Background: an optimization exercise with open tools, aiming at small area, a short achievable clock period and few clock cycles per item. Do not read the settings as production practice. Power and IR drop assume default switching activity.

==> flow/design.v <==
`timescale 1ns / 1ps
package uvt_pkg;
    localparam int CmdW    = 2;
    localparam int ValueW  = 32;
    localparam int StatusW = 2;
    localparam int FoundW  = 4;
    localparam int CountW  = 5;
    localparam int InDataW  = 40;
    localparam int OutDataW = 16;
    typedef enum logic [CmdW-1:0] {
        CMD_APPEND = 2'd0,
        CMD_POP    = 2'd1,
        CMD_LOCATE = 2'd2,
        CMD_REMOVE = 2'd3
    } uvt_cmd_t;
    typedef enum logic [StatusW-1:0] {
        STAT_OK        = 2'd0,
        STAT_NOT_FOUND = 2'd1,
        STAT_FULL      = 2'd2,
        STAT_EMPTY     = 2'd3
    } uvt_status_t;
    typedef enum logic [1:0] {
        ST_IDLE,
        ST_SCAN,
        ST_MOVE,
        ST_RESP
    } uvt_state_t;
endpackage
`timescale 1ns / 1ps
module uvt_ram #(
    parameter int WIDTH = 32,
    parameter int DEPTH = 16
) (
    input  logic                     aclk,
    input  logic [DEPTH-1:0]         we,      
    input  logic [WIDTH-1:0]         wdata,   
    input  logic [DEPTH-1:0]         lsel,    
    input  logic [WIDTH-1:0]         key,     
    output logic [DEPTH-1:0]         eq,      
    output logic [WIDTH-1:0]         rdata    
);
    logic [WIDTH-1:0] mem [DEPTH];
    always_ff @(posedge aclk) begin
        for (int j = 0; j < DEPTH; j++) begin
            if (we[j]) mem[j] <= wdata;
        end
    end
    always_comb begin
        rdata = '0;
        for (int j = 0; j < DEPTH; j++) begin
            eq[j] = (mem[j] == key);
            rdata = rdata | (mem[j] & {WIDTH{lsel[j]}});
        end
    end
endmodule
`timescale 1ns / 1ps
import uvt_pkg::*;
module unordered_value_table_unit #(
    parameter int DEPTH = 16
) (
    input  logic                aclk,
    input  logic                aresetn,
    input  logic                s_tvalid,
    output logic                s_tready,
    input  logic [uvt_pkg::InDataW-1:0]  s_tdata,
    output logic                m_tvalid,
    input  logic                m_tready,
    output logic [uvt_pkg::OutDataW-1:0] m_tdata
);
    localparam int AW = $clog2(DEPTH);
    localparam int CW = $clog2(DEPTH + 1);
    localparam int RW = StatusW + FoundW + CountW;
    logic              c_valid;
    logic [CmdW-1:0]   c_cmd;
    logic [ValueW-1:0] c_val;
    logic              s_tready_reg;
    logic              e_valid;
    logic [CmdW-1:0]   e_cmd;
    logic [ValueW-1:0] e_val;
    logic [DEPTH-1:0]  e_eq;
    logic [DEPTH-1:0]  e_fix_sel;    
    logic              e_fix_val;    
    logic [CW-1:0]     cnt_reg;
    logic [DEPTH-1:0]  occ;
    logic [1:0]        q_n;
    logic [RW-1:0]     q_head;
    logic [RW-1:0]     q_tail;
    logic              accept;
    logic              fire;
    logic              move;
    logic              pop;
    logic [1:0]        q_n_next;
    logic              c_valid_next;
    logic              e_valid_next;
    assign accept = s_tvalid && s_tready_reg;
    assign fire   = e_valid && !q_n[1];
    assign move   = c_valid && (!e_valid || fire);
    assign pop    = q_n != 2'd0 && m_tready;
    assign q_n_next     = q_n - 2'(pop) + 2'(fire);
    assign c_valid_next = accept || (c_valid && !move);
    assign e_valid_next = move || (e_valid && !fire);
    assign s_tready = s_tready_reg;
    assign m_tvalid = q_n != 2'd0;
    assign m_tdata  = {{(OutDataW-RW){1'b0}}, q_head};
    logic [DEPTH-1:0]  c_eq;
    logic              c_same;
    logic              c_last_eq;
    logic [DEPTH-1:0]  last_sel;
    logic [ValueW-1:0] last_val;
    always_comb begin
        for (int j = 0; j < DEPTH; j++) begin
            last_sel[j] = occ[j] && (j == DEPTH - 1 || !occ[j == DEPTH - 1 ? j : j + 1]);
        end
    end
    assign c_same    = c_val == e_val;
    assign c_last_eq = |(c_eq & last_sel);
    logic              is_app, is_pop, is_loc, is_rem;
    logic [DEPTH-1:0]  eq;
    logic [DEPTH-1:0]  hit;
    logic [DEPTH-1:0]  first;
    logic [DEPTH-1:0]  app_sel;
    logic [DEPTH-1:0]  we;
    logic [ValueW-1:0] wdata;
    logic              any_hit;
    logic [AW-1:0]     fidx;
    logic              empty, full;
    logic              grow, shrink;
    logic [CW-1:0]     cnt_next;
    logic [DEPTH-1:0]  occ_next;
    logic [StatusW-1:0] stat;
    logic [RW-1:0]     res;
    assign is_app = e_cmd == CMD_APPEND;
    assign is_pop = e_cmd == CMD_POP;
    assign is_loc = e_cmd == CMD_LOCATE;
    assign is_rem = e_cmd == CMD_REMOVE;
    assign empty  = !occ[0];
    assign full   = occ[DEPTH-1];
    always_comb begin
        eq = (e_eq & ~e_fix_sel) | (e_fix_sel & {DEPTH{e_fix_val}});
        hit = eq & occ;
        first = '0;
        fidx = '0;
        for (int j = DEPTH - 1; j >= 0; j--) begin
            if (hit[j]) begin
                first = '0;
                first[j] = 1'b1;
                fidx = AW'(j);
            end
        end
        any_hit = |hit;
        for (int j = 0; j < DEPTH; j++) begin
            app_sel[j] = !occ[j] && (j == 0 || occ[j == 0 ? 0 : j - 1]);
        end
    end
    assign wdata = is_rem ? last_val : e_val;
    assign we    = fire ? (is_app ? app_sel : is_rem ? first : '0) : '0;
    assign grow   = is_app && !full;
    assign shrink = (is_pop && !empty) || (is_rem && any_hit);
    always_comb begin
        cnt_next = cnt_reg;
        occ_next = occ;
        if (grow) begin
            cnt_next = cnt_reg + CW'(1);
            occ_next = {occ[DEPTH-2:0], 1'b1};
        end else if (shrink) begin
            cnt_next = cnt_reg - CW'(1);
            occ_next = {1'b0, occ[DEPTH-1:1]};
        end
    end
    always_comb begin
        if (is_app) stat = full ? STAT_FULL : STAT_OK;
        else if (empty) stat = STAT_EMPTY;
        else if (is_pop || any_hit) stat = STAT_OK;
        else stat = STAT_NOT_FOUND;
    end
    assign res = {cnt_next, (is_loc || is_rem) ? fidx : AW'(0), stat};
    uvt_ram #(
        .WIDTH(ValueW),
        .DEPTH(DEPTH)
    ) u_entries (
        .aclk  (aclk),
        .we    (we),
        .wdata (wdata),
        .lsel  (last_sel),
        .key   (c_val),
        .eq    (c_eq),
        .rdata (last_val)
    );
    always_ff @(posedge aclk) begin
        if (!aresetn) begin
            c_valid      <= 1'b0;
            e_valid      <= 1'b0;
            s_tready_reg <= 1'b1;
            cnt_reg      <= '0;
            occ          <= '0;
            q_n          <= 2'd0;
        end else begin
            c_valid      <= c_valid_next;
            e_valid      <= e_valid_next;
            s_tready_reg <= !c_valid_next || !e_valid_next || !q_n_next[1];
            if (fire) begin
                cnt_reg <= cnt_next;
                occ     <= occ_next;
            end
            q_n <= q_n_next;
        end
    end
    always_ff @(posedge aclk) begin
        if (accept) begin
            c_cmd <= s_tdata[CmdW-1:0];
            c_val <= s_tdata[CmdW+ValueW-1:CmdW];
        end
        if (move) begin
            e_cmd     <= c_cmd;
            e_val     <= c_val;
            e_eq      <= c_eq;
            e_fix_sel <= we;
            e_fix_val <= is_app ? c_same : c_last_eq;
        end
        if (q_n == 2'd0 || (q_n == 2'd1 && pop)) begin
            if (fire) q_head <= res;
        end else if (q_n == 2'd2 && pop) begin
            q_head <= q_tail;
        end
        if (fire && q_n == 2'd1 && !pop) q_tail <= res;
    end
endmodule
make LEC_CHECK=0 CAP_MARGIN=20 CORE_MARGIN=2 CORE_UTILIZATION=40 PLACE_DENSITY=0.6 SETUP_SLACK_MARGIN=2.0 SLEW_MARGIN=20 finish   # period 5.0 ns
run.sh (not shown) runs the stock make flow with config.mk's settings and CLKGATE_MAP_FILE= SYNTH_SCRIPT=/design/flow/synth_recipe.tcl, a recipe that flattens the netlist after the stock synthesis.
Next try:
--- a/flow/config.mk
+++ b/flow/config.mk
@@ -12 +11,0 @@
-export SETUP_SLACK_MARGIN = 2.0
Outcome: The new run went through all stages and came out clean. Total power falls by 1.3%. Setup slack degrades by 440 ps. Non-clock buffer count came out lower by 95. Routed wire length decreases by 2.1%. Clock-buffer cell count stays the same. Cell count goes down by 2.8%. Combinational power fell by about 10%. Via count shrinks by 1.9%.
No functional check of the RTL was part of any run of this note.

-- static timing again, ports no longer ideal --
The results above use ideal ports. As a check the final layouts listed here were re-extracted and re-timed, cells and wires unchanged.
Step 1 (the two cells are an assumption about what drives the block):
set clk [get_ports {aclk}]
set_driving_cell -lib_cell sky130_fd_sc_hd__clkbuf_16 $clk
set_driving_cell -lib_cell sky130_fd_sc_hd__buf_2 [delete_from_list [all_inputs] $clk]
Step 2, shift: input delay + t, output delay - t, t = (earliest + latest rising clock arrival at the registers) / 2. This alone moves slack from input paths to output paths.
Slacks: no drivers / after step 1 / after step 2; pairs: no drivers / after step 1.
| run | t, ns | slack for setup (ns) | hold WS [ns] | latest minus earliest clock arrival (ns) | pins driven straight from the clock port |
|---|---|---|---|---|---|
| the first run | 0.691 | 1.779 / 1.779 / 1.779 | 0.429 / 0.429 / 0.429 | 0.041 / 0.042 | 1 |
| the second run | 0.696 | 1.342 / 1.342 / 1.342 | 0.418 / 0.418 / 0.418 | 0.036 / 0.036 | 1 |
After both steps setup and hold are still met in every run listed.
